Background: an optimization exercise with open tools, aiming at small area, a short achievable clock period and few clock cycles per item. Do not read the settings as production practice. Function was checked by simulation only, so behaviour that the tests miss may differ from the original. No activity file was given, so power comes from the tool's default toggle rates.

===== flow/run.sh =====
#!/bin/bash
# synth_recipe.tcl (not shown) runs the flow's synth.tcl, then flattens the netlist and writes it again
# the make line also repeats each setting of config.mk as NAME=value (left out here)
make -C /OpenROAD-flow-scripts/flow DESIGN_CONFIG=/design/flow/config.mk WORK_HOME=/design/flow/orfs CLKGATE_MAP_FILE= SYNTH_SCRIPT=/design/flow/synth_recipe.tcl finish

===== flow/config.mk =====
export PLATFORM = sky130hd
export DESIGN_NAME = multi_stack_shared_buffer_core
export DESIGN_NICKNAME = multi_stack_shared_buffer_core
export VERILOG_FILES = /design/flow/design.v
export SDC_FILE = /design/flow/constraint.sdc
export NUM_CORES = 4
export LEC_CHECK = 0
export CAP_MARGIN = 20
export CORE_MARGIN = 2
export CORE_UTILIZATION = 40
export SLEW_MARGIN = 20

===== flow/constraint.sdc =====
create_clock -name core_clock -period 4.0 [get_ports {clock}]
set_input_delay 0.8000 -clock core_clock [delete_from_list [all_inputs] [get_ports {clock}]]
set_output_delay 0.8000 -clock core_clock [all_outputs]
set_load 0.01 [all_outputs]

===== flow/design.v =====
`default_nettype none
package msb_pkg;
   localparam int ACTION_WIDTH   = 2;
   localparam int STACK_ID_WIDTH = 2;
   localparam int VALUE_WIDTH    = 32;
   localparam int STATUS_WIDTH   = 2;
   localparam int STACK_SLOTS    = 2 ** STACK_ID_WIDTH;
   localparam int NUM_STACKS_DEFAULT = 4;
   localparam int CAPACITY_DEFAULT   = 16;
   localparam int DATA_WIDTH_DEFAULT = 32;
   typedef enum logic [ACTION_WIDTH-1:0] {
      ACT_PUSH = 2'd0,
      ACT_POP  = 2'd1,
      ACT_PEEK = 2'd2,
      ACT_NOP  = 2'd3
   } action_type;
   typedef enum logic [STATUS_WIDTH-1:0] {
      ST_OK    = 2'd0,
      ST_FULL  = 2'd1,
      ST_EMPTY = 2'd2
   } status_type;
   typedef enum logic {
      PH_IDLE = 1'b0,
      PH_EXEC = 1'b1
   } phase_type;
   typedef struct packed {
      action_type                       action;
      logic [STACK_ID_WIDTH-1:0]        stack_id;
      logic signed [VALUE_WIDTH-1:0]    value;
   } req_type;
   typedef struct packed {
      logic signed [VALUE_WIDTH-1:0]    data;
      status_type                       status;
   } rsp_type;
   typedef struct packed {
      logic start;
      logic out_free;
   } eng_ctrl_type;
   typedef struct packed {
      logic busy;
      logic done;
   } eng_stat_type;
endpackage
`default_nettype wire
`default_nettype none
module msb_ram #(
   parameter int WIDTH = 32,
   parameter int DEPTH = 16
) (
   input  wire logic                       clock,
   input  wire logic                       wr_en,
   input  wire logic [$clog2(DEPTH)-1:0]   wr_addr,
   input  wire logic [WIDTH-1:0]           wr_data,
   input  wire logic                       rd_en,
   input  wire logic [$clog2(DEPTH)-1:0]   rd_addr,
   output      logic [WIDTH-1:0]           rd_data
);
   logic [WIDTH-1:0] mem [DEPTH];
   always_ff @(posedge clock) begin
      if (wr_en) begin
         mem[wr_addr] <= wr_data;
      end
      if (rd_en) begin
         rd_data <= mem[rd_addr];
      end
   end
endmodule
`default_nettype wire
`default_nettype none
module msb_engine #(
   parameter int NUM_STACKS = msb_pkg::NUM_STACKS_DEFAULT,
   parameter int CAPACITY   = msb_pkg::CAPACITY_DEFAULT,
   parameter int DATA_WIDTH = msb_pkg::DATA_WIDTH_DEFAULT
) (
   input  wire logic                  clock,
   input  wire logic                  reset,
   input  wire msb_pkg::eng_ctrl_type ctrl,
   input  wire msb_pkg::req_type      req,
   output      msb_pkg::eng_stat_type stat,
   output      msb_pkg::rsp_type      rsp
);
   localparam int LW         = $clog2(CAPACITY + 1);
   localparam int AW         = $clog2(CAPACITY);
   localparam int HEAD_DEPTH = (NUM_STACKS < msb_pkg::STACK_SLOTS) ? NUM_STACKS : msb_pkg::STACK_SLOTS;
   localparam logic [LW-1:0] NULL_LINK = LW'(CAPACITY);
   msb_pkg::phase_type                 phase_ff, phase_in;
   msb_pkg::req_type                   op_ff;
   logic [LW-1:0]             e_ff;
   logic                      hit_ff;
   logic [LW-1:0]             head_ff [HEAD_DEPTH];
   logic [LW-1:0]             free_head_ff, free_head_in;
   logic [LW-1:0]             fill_ff, fill_in;
   logic [LW-1:0]             head_req;
   logic                      sid_ok_req;
   logic [LW-1:0]             e_req;
   logic                      hit_req;
   logic                      rd_en;
   logic [LW-1:0]             head_op;
   logic [LW-1:0]             link_rd;
   logic [LW-1:0]             link_next;
   logic [DATA_WIDTH-1:0]     data_rd;
   logic [DATA_WIDTH-1:0]     data_wr;
   logic [msb_pkg::VALUE_WIDTH-1:0]    data_out;
   logic                      commit;
   logic                      link_we;
   logic [LW-1:0]             link_wd;
   logic                      data_we;
   logic                      head_we;
   logic [LW-1:0]             head_wd;
   always_comb begin
      head_req = NULL_LINK;
      for (int i = 0; i < HEAD_DEPTH; i++) begin
         if (req.stack_id == msb_pkg::STACK_ID_WIDTH'(i)) begin
            head_req = head_ff[i];
         end
      end
      sid_ok_req = (HEAD_DEPTH == msb_pkg::STACK_SLOTS) ||
                   (req.stack_id < msb_pkg::STACK_ID_WIDTH'(HEAD_DEPTH));
      e_req = (req.action == msb_pkg::ACT_PUSH) ? free_head_ff : head_req;
      hit_req = sid_ok_req && (e_req < NULL_LINK) && (req.action != msb_pkg::ACT_NOP);
      rd_en = ctrl.start && hit_req;
   end
   always_comb begin
      head_op = NULL_LINK;
      for (int i = 0; i < HEAD_DEPTH; i++) begin
         if (op_ff.stack_id == msb_pkg::STACK_ID_WIDTH'(i)) begin
            head_op = head_ff[i];
         end
      end
   end
   assign link_next = (e_ff < fill_ff) ? link_rd : e_ff + LW'(1);
   generate
      if (DATA_WIDTH > msb_pkg::VALUE_WIDTH) begin : g_wide
         assign data_wr  = {{(DATA_WIDTH - msb_pkg::VALUE_WIDTH){1'b0}}, op_ff.value};
         assign data_out = data_rd[msb_pkg::VALUE_WIDTH-1:0];
      end else if (DATA_WIDTH == msb_pkg::VALUE_WIDTH) begin : g_equal
         assign data_wr  = op_ff.value;
         assign data_out = data_rd;
      end else begin : g_narrow
         assign data_wr  = op_ff.value[DATA_WIDTH-1:0];
         assign data_out = {{(msb_pkg::VALUE_WIDTH - DATA_WIDTH){1'b0}}, data_rd};
      end
   endgenerate
   always_comb begin
      phase_in     = phase_ff;
      commit       = 1'b0;
      link_we      = 1'b0;
      link_wd      = head_op;
      data_we      = 1'b0;
      head_we      = 1'b0;
      head_wd      = e_ff;
      free_head_in = free_head_ff;
      fill_in      = fill_ff;
      rsp.data     = '0;
      rsp.status   = msb_pkg::ST_OK;
      unique case (phase_ff)
         msb_pkg::PH_IDLE: begin
            if (ctrl.start) begin
               phase_in = msb_pkg::PH_EXEC;
            end
         end
         msb_pkg::PH_EXEC: begin
            commit = ctrl.out_free;
            if (ctrl.out_free) begin
               phase_in = msb_pkg::PH_IDLE;
            end
            case (op_ff.action)
               msb_pkg::ACT_PUSH: begin
                  if (hit_ff) begin
                     link_we      = commit;
                     link_wd      = head_op;
                     data_we      = commit;
                     head_we      = commit;
                     head_wd      = e_ff;
                     free_head_in = link_next;
                     fill_in      = (e_ff < fill_ff) ? fill_ff : e_ff + LW'(1);
                  end else begin
                     rsp.status = msb_pkg::ST_FULL;
                  end
               end
               msb_pkg::ACT_POP: begin
                  if (hit_ff) begin
                     rsp.data     = data_out;
                     link_we      = commit;
                     link_wd      = free_head_ff;
                     head_we      = commit;
                     head_wd      = link_rd;
                     free_head_in = e_ff;
                  end else begin
                     rsp.status = msb_pkg::ST_EMPTY;
                  end
               end
               msb_pkg::ACT_PEEK: begin
                  if (hit_ff) begin
                     rsp.data = data_out;
                  end else begin
                     rsp.status = msb_pkg::ST_EMPTY;
                  end
               end
               default: begin
               end
            endcase
         end
         default: begin
            phase_in = msb_pkg::PH_IDLE;
         end
      endcase
      stat.busy = (phase_ff == msb_pkg::PH_EXEC);
      stat.done = commit;
   end
   always_ff @(posedge clock) begin
      if (reset) begin
         phase_ff     <= msb_pkg::PH_IDLE;
         free_head_ff <= '0;
         fill_ff      <= '0;
         for (int i = 0; i < HEAD_DEPTH; i++) begin
            head_ff[i] <= NULL_LINK;
         end
      end else begin
         phase_ff <= phase_in;
         if (commit) begin
            free_head_ff <= free_head_in;
            fill_ff      <= fill_in;
         end
         for (int i = 0; i < HEAD_DEPTH; i++) begin
            if (head_we && op_ff.stack_id == msb_pkg::STACK_ID_WIDTH'(i)) begin
               head_ff[i] <= head_wd;
            end
         end
      end
   end
   always_ff @(posedge clock) begin
      if (ctrl.start) begin
         op_ff  <= req;
         e_ff   <= e_req;
         hit_ff <= hit_req;
      end
   end
   msb_ram #(
      .WIDTH (LW),
      .DEPTH (CAPACITY)
   ) u_link_ram (
      .clock   (clock),
      .wr_en   (link_we),
      .wr_addr (e_ff[AW-1:0]),
      .wr_data (link_wd),
      .rd_en   (rd_en),
      .rd_addr (e_req[AW-1:0]),
      .rd_data (link_rd)
   );
   msb_ram #(
      .WIDTH (DATA_WIDTH),
      .DEPTH (CAPACITY)
   ) u_data_ram (
      .clock   (clock),
      .wr_en   (data_we),
      .wr_addr (e_ff[AW-1:0]),
      .wr_data (data_wr),
      .rd_en   (rd_en),
      .rd_addr (e_req[AW-1:0]),
      .rd_data (data_rd)
   );
endmodule
`default_nettype wire
`default_nettype none
module multi_stack_shared_buffer_core #(
   parameter int NUM_STACKS = msb_pkg::NUM_STACKS_DEFAULT,
   parameter int CAPACITY   = msb_pkg::CAPACITY_DEFAULT,
   parameter int DATA_WIDTH = msb_pkg::DATA_WIDTH_DEFAULT
) (
   input  wire logic        clock,
   input  wire logic        reset,
   input  wire logic        req_tvalid,
   output      logic        req_tready,
   input  wire logic [31:0] req_tdata,    
   input  wire logic [3:0]  req_tuser,    
   output      logic        rsp_tvalid,
   input  wire logic        rsp_tready,
   output      logic [31:0] rsp_tdata,    
   output      logic [1:0]  rsp_tuser     
);
   msb_pkg::eng_ctrl_type ctrl;
   msb_pkg::eng_stat_type stat;
   msb_pkg::req_type      req;
   msb_pkg::rsp_type      eng_rsp;
   msb_pkg::rsp_type      rsp_ff;
   logic         rsp_valid_ff, rsp_valid_in;
   assign req.action   = msb_pkg::action_type'(req_tuser[1:0]);
   assign req.stack_id = req_tuser[3:2];
   assign req.value    = req_tdata;
   assign req_tready    = !stat.busy;
   assign ctrl.start    = req_tvalid && !stat.busy;
   assign ctrl.out_free = !rsp_valid_ff || rsp_tready;
   always_comb begin
      rsp_valid_in = rsp_valid_ff;
      if (stat.done) begin
         rsp_valid_in = 1'b1;
      end else if (rsp_tready) begin
         rsp_valid_in = 1'b0;
      end
   end
   always_ff @(posedge clock) begin
      if (reset) begin
         rsp_valid_ff <= 1'b0;
      end else begin
         rsp_valid_ff <= rsp_valid_in;
      end
   end
   always_ff @(posedge clock) begin
      if (stat.done) begin
         rsp_ff <= eng_rsp;
      end
   end
   assign rsp_tvalid = rsp_valid_ff;
   assign rsp_tdata  = rsp_ff.data;
   assign rsp_tuser  = rsp_ff.status;
   msb_engine #(
      .NUM_STACKS (NUM_STACKS),
      .CAPACITY   (CAPACITY),
      .DATA_WIDTH (DATA_WIDTH)
   ) u_engine (
      .clock (clock),
      .reset (reset),
      .ctrl  (ctrl),
      .req   (req),
      .stat  (stat),
      .rsp   (eng_rsp)
   );
endmodule
`default_nettype wire

==> run_results.csv <==
group,metric,value,unit
placed_design,dpl.hpwl,36190,µm
power_and_ir_drop,p_per_area,479.0,nW/µm²
setup_path,path_max_fanout,66,
route,drc,0,
power_and_ir_drop,p_leak,0.01122,µW
power_and_ir_drop,pwr-share-clk,43.2,%
route,vias,16690,
clocking,cts_tree,"done",
flow_run,cap_violations,0,
logic_synthesis,netlist_area,28700,µm²
logic_synthesis,yosysWarnings,5,
floorplan,die_w,271.9,µm
power_and_ir_drop,intPower,12850,µW
timing,slew_viol_final,0,
cells_and_area,fin_util,47.05,%
global_routing,grt_pass1_wl,101100,µm
timing,finalSetupTns,0,ps
logic_synthesis,synthCells,1975,
cells_and_area,multi_input_area,6344,µm²
route,ant_nets,0,
clocking,cts-buffers-inserted,74,
power_and_ir_drop,p_sw_share,19.93,%
clocking,clock_latency,600,ps
cells_and_area,seq_area,21810,µm²
floorplan,core.rowCount,98,
timing,rsz0062_at_grt,"no",
clocking,hold_buffers,0,
route,wl_per_cell,21.78,µm
cells_and_area,drive_above_1_share,10.38,%
clocking,htree_levels,3,
route,drt_iter0_markers,1381,
global_routing,antenna_found_initial,1,
clocking,ctsResizeCount,0,
power_and_ir_drop,switchingPower,3199,µW
timing,fin_hold_ws,479.6,ps
timing,timing_hold_violations_final,0,
clocking,cts.sinks,737,
global_routing,grt_max_degree,85,
clocking,clk_pin_slew,60,ps
cells_and_area,fin_area,33520,µm²
logic_synthesis,synth_nets,2026,
logic_synthesis,synth_ff_type,"edfxtp_1",
timing,relSlewSlack,32.79,%
global_routing,grtUsageTotal,18.05,%
timing,finClkSkew,17.97,ps
logic_synthesis,ys_async_sr_fraction,0,%
clocking,clockBufferDepth,3,
cells_and_area,nNetsFinal,2122,
setup_path,worstPathArrival,3510,ps
logic_synthesis,synth.ff_latch_count,737,
worst_hold_path,hp-class,"flop to flop",
global_routing,grt_pass1_vias,16400,
setup_path,crit_type,"primary input to flop",
floorplan,fp.dieH,271.9,µm
timing,worst-slew-pin-transition,1008,ps
route,dr.pass1.iters,7,
floorplan,ioPinCount,76,
floorplan,core,71240,µm²
placed_design,port-buffer-count,75,
clocking,postCtsSetupRepairBufs,0,
placed_design,placed_cell_area,31070,µm²
logic_synthesis,ys_seq_area_share,75.99,%
cells_and_area,fillers,6089,
power_and_ir_drop,combPwrFrac,2.9,%
power_and_ir_drop,total_power,16050,µW
floorplan,die_area,73920,µm²
power_and_ir_drop,seq_power_share,53.9,%
setup_path,startpoint_type,"primary input",
route,viasPerCell,5.418,
timing,setup_violations,0,
setup_path,critPathCaptureType,"flop",
status,outcome,"complete, no violations",
cells_and_area,antennaDiodeCount,0,
logic_synthesis,syn_avg_cell_area,14.53,µm²
clocking,root_buffer,"clkbuf_16",
global_routing,grt_overflow,0,
setup_path,critPathRequiredTime,4350,ps
timing,fmax,316.5,MHz
timing,fin_crit_sh,78.99,%
logic_synthesis,ys_types,48,
cells_and_area,syn2layout_area_growth,16.77,%
placed_design,place_congestion,0.7980,
logic_synthesis,synth_edf_count,705,
timing,min_period,3159,ps
power_and_ir_drop,vdd_drop_max,274.7,µV
floorplan,start_util,40.29,%
route,routed_wl,67080,µm
==> metrics by stage <==
step / setup slack (ps) / instances
after floorplan: 60.88 / 1975
after global placement: 271.4 / 2944
after detailed placement: 215.7 / 2945
after CTS: 835.5 / 3080
after global routing: 669.8 / 3080
final: 840.6 / 3080
==> cell type report <==
cell class	instances	area share (%)
timing repair buffer	143	4.969
clock inverter	37	1.053
sequential	737	65.08
tap	950	3.546
clock buffer	98	6.234
multi-input combinational	1099	18.93
inverter	16	0.1941
==> synth_stat cells (11+ instances only) <==
cell,number,area (µm²)
nand2_1,427,1603
and2_1,36,225.2
nand3_1,80,400.4
clkbuf_1,61,229.0
inv_1,15,56.30
and3_1,18,112.6
a211oi_1,16,120.1
a31oi_1,75,469.2
buf_2,42,210.2
edfxtp_1,705,21170
a221oi_1,75,656.9
ha_1,11,137.6
mux2i_1,81,810.8
a21oi_1,161,805.8
nor2_1,36,135.1
nor3_1,14,70.07
dfxtp_1,32,640.6
==> worst paths after layout <==
check	cells after the start	start	slack, ps	endpoint
setup / recovery	9	req_tuser[3]	840	u_engine.u_data_ram.rd_data[13]$_DFFE_PP_
hold / removal	2	u_engine.fill_ff[1]$_SDFFE_PP0P_	480	u_engine.fill_ff[1]$_SDFFE_PP0P_
setup reg to reg	5	u_engine.op_ff[35]$_DFFE_PP_	1420	u_engine.u_link_ram.mem[11][4]$_DFFE_PP_
hold reg to reg	2	u_engine.fill_ff[1]$_SDFFE_PP0P_	480	u_engine.fill_ff[1]$_SDFFE_PP0P_
==> sequential cells by signal, indices dropped and copies added (netlist names) <==
register,count
u_engine.op_ff,36
u_engine.fill_ff,5
u_engine.u_link_ram.mem,80
u_engine.head_ff,20
u_engine.hit_ff,1
u_engine.phase_ff,1
rsp_valid_ff,1
u_engine.u_link_ram.rd_data,5
u_engine.u_data_ram.mem,512
rsp_ff,34
u_engine.e_ff,5
u_engine.u_data_ram.rd_data,32
u_engine.free_head_ff,5
==> layout by cell type, fill, tap and decap left out, types with 3 or more instances in the layout <==
cell type and n:
clkbuf_1 16, or2_2 4, a211oi_1 16, nor3_1 12, clkbuf_16 80, buf_4 35, dfxtp_1 32, mux4_2 10
a221oi_1 75, nor2_1 35, nor3b_1 5, buf_12 32, a31o_2 3, clkinv_1 15, nand3_1 80, mux2i_1 81
bufinv_16 7, a311oi_1 4, nand2_1 427, and3_2 13, clkdlybuf4s50_1 75, ha_1 11, and2_1 34, a31oi_1 75
and3_1 5, clkinv_2 12, o21ai_0 5, nand2b_1 4, inv_1 15, a21oi_1 160, a21o_1 6, inv_6 3
mux2_2 5, edfxtp_1 705
==> metal layers <==
layer	up-vias	routed length [µm]	track usage (%)
li1	7677	-	-
met1	8388	28970	24.44
met2	530	33040	30.14
met3	89	3790	2.715
met4	2	1266	5.625
met5	-	13	0
==> critical path: stages <==
cell and delay [ps]:
clkdlybuf4s50_1 720, mux4_2 600, a21oi_4 190, buf_12 190
buf_12 320, mux2i_1 240, a221oi_1 110, a31oi_1 210
nand2_1 80
==> cells by family (layout without fill, tap and decap cells) <==
kind of cell,Yosys count,in the layout,share of synthesized area [%]
AOI/OAI and AO/OA,355,355,7.908
xor gates and xnor gates,3,3,0.09156
adders and majority gates,11,11,0.4795
buffers and inverters,139,294,2.210
DFF,737,737,75.99
muxes,97,97,3.884
and+or+nand+nor,633,633,9.438
==> power by group through the flow <==
stage               combinational, µW  sequential [µW]  clock (µW)
global placement                  462             8810           0
CTS                               470             8650        7080
global route                      505             8670        7350
detailed placement                469             8820           0
finish                            463             8650        6940
floorplan                         242             8780           0
Testbench counts, summed over its fixed seeds: cycles 16,008, items 8,000.

-- static timing again, ports no longer ideal --
The flow's constraints put no driver on any port. The routed layout listed below was extracted and timed again, unchanged, in two steps.
Step 1 sets driving cells, clkbuf_16 on the clock port and buf_2 on the other inputs (assumed; they add their load-dependent delay and slew).
Step 2 moves the port delays by t, midway between the first and last clock arrival at a register: inputs arrive t later, outputs are due t later. That takes back most of the time a late clock gives input paths.
a / b / c = ideal ports / drivers / drivers and shift; a / b = the first two.
shift t [ns]: 0.656
setup slack, ns: 0.841 / 0.877 / 0.221
hold slack, ns: 0.480 / 0.480 / 0.480
latest minus earliest clock arrival (ns): 0.022 / 0.022
slew at the worst register clock pin (ns): 0.07 / 0.07
After both steps this run still meets setup and hold. For this run, drivers alone change the setup slack by +0.036 ns; drivers and shift together by -0.620 ns.
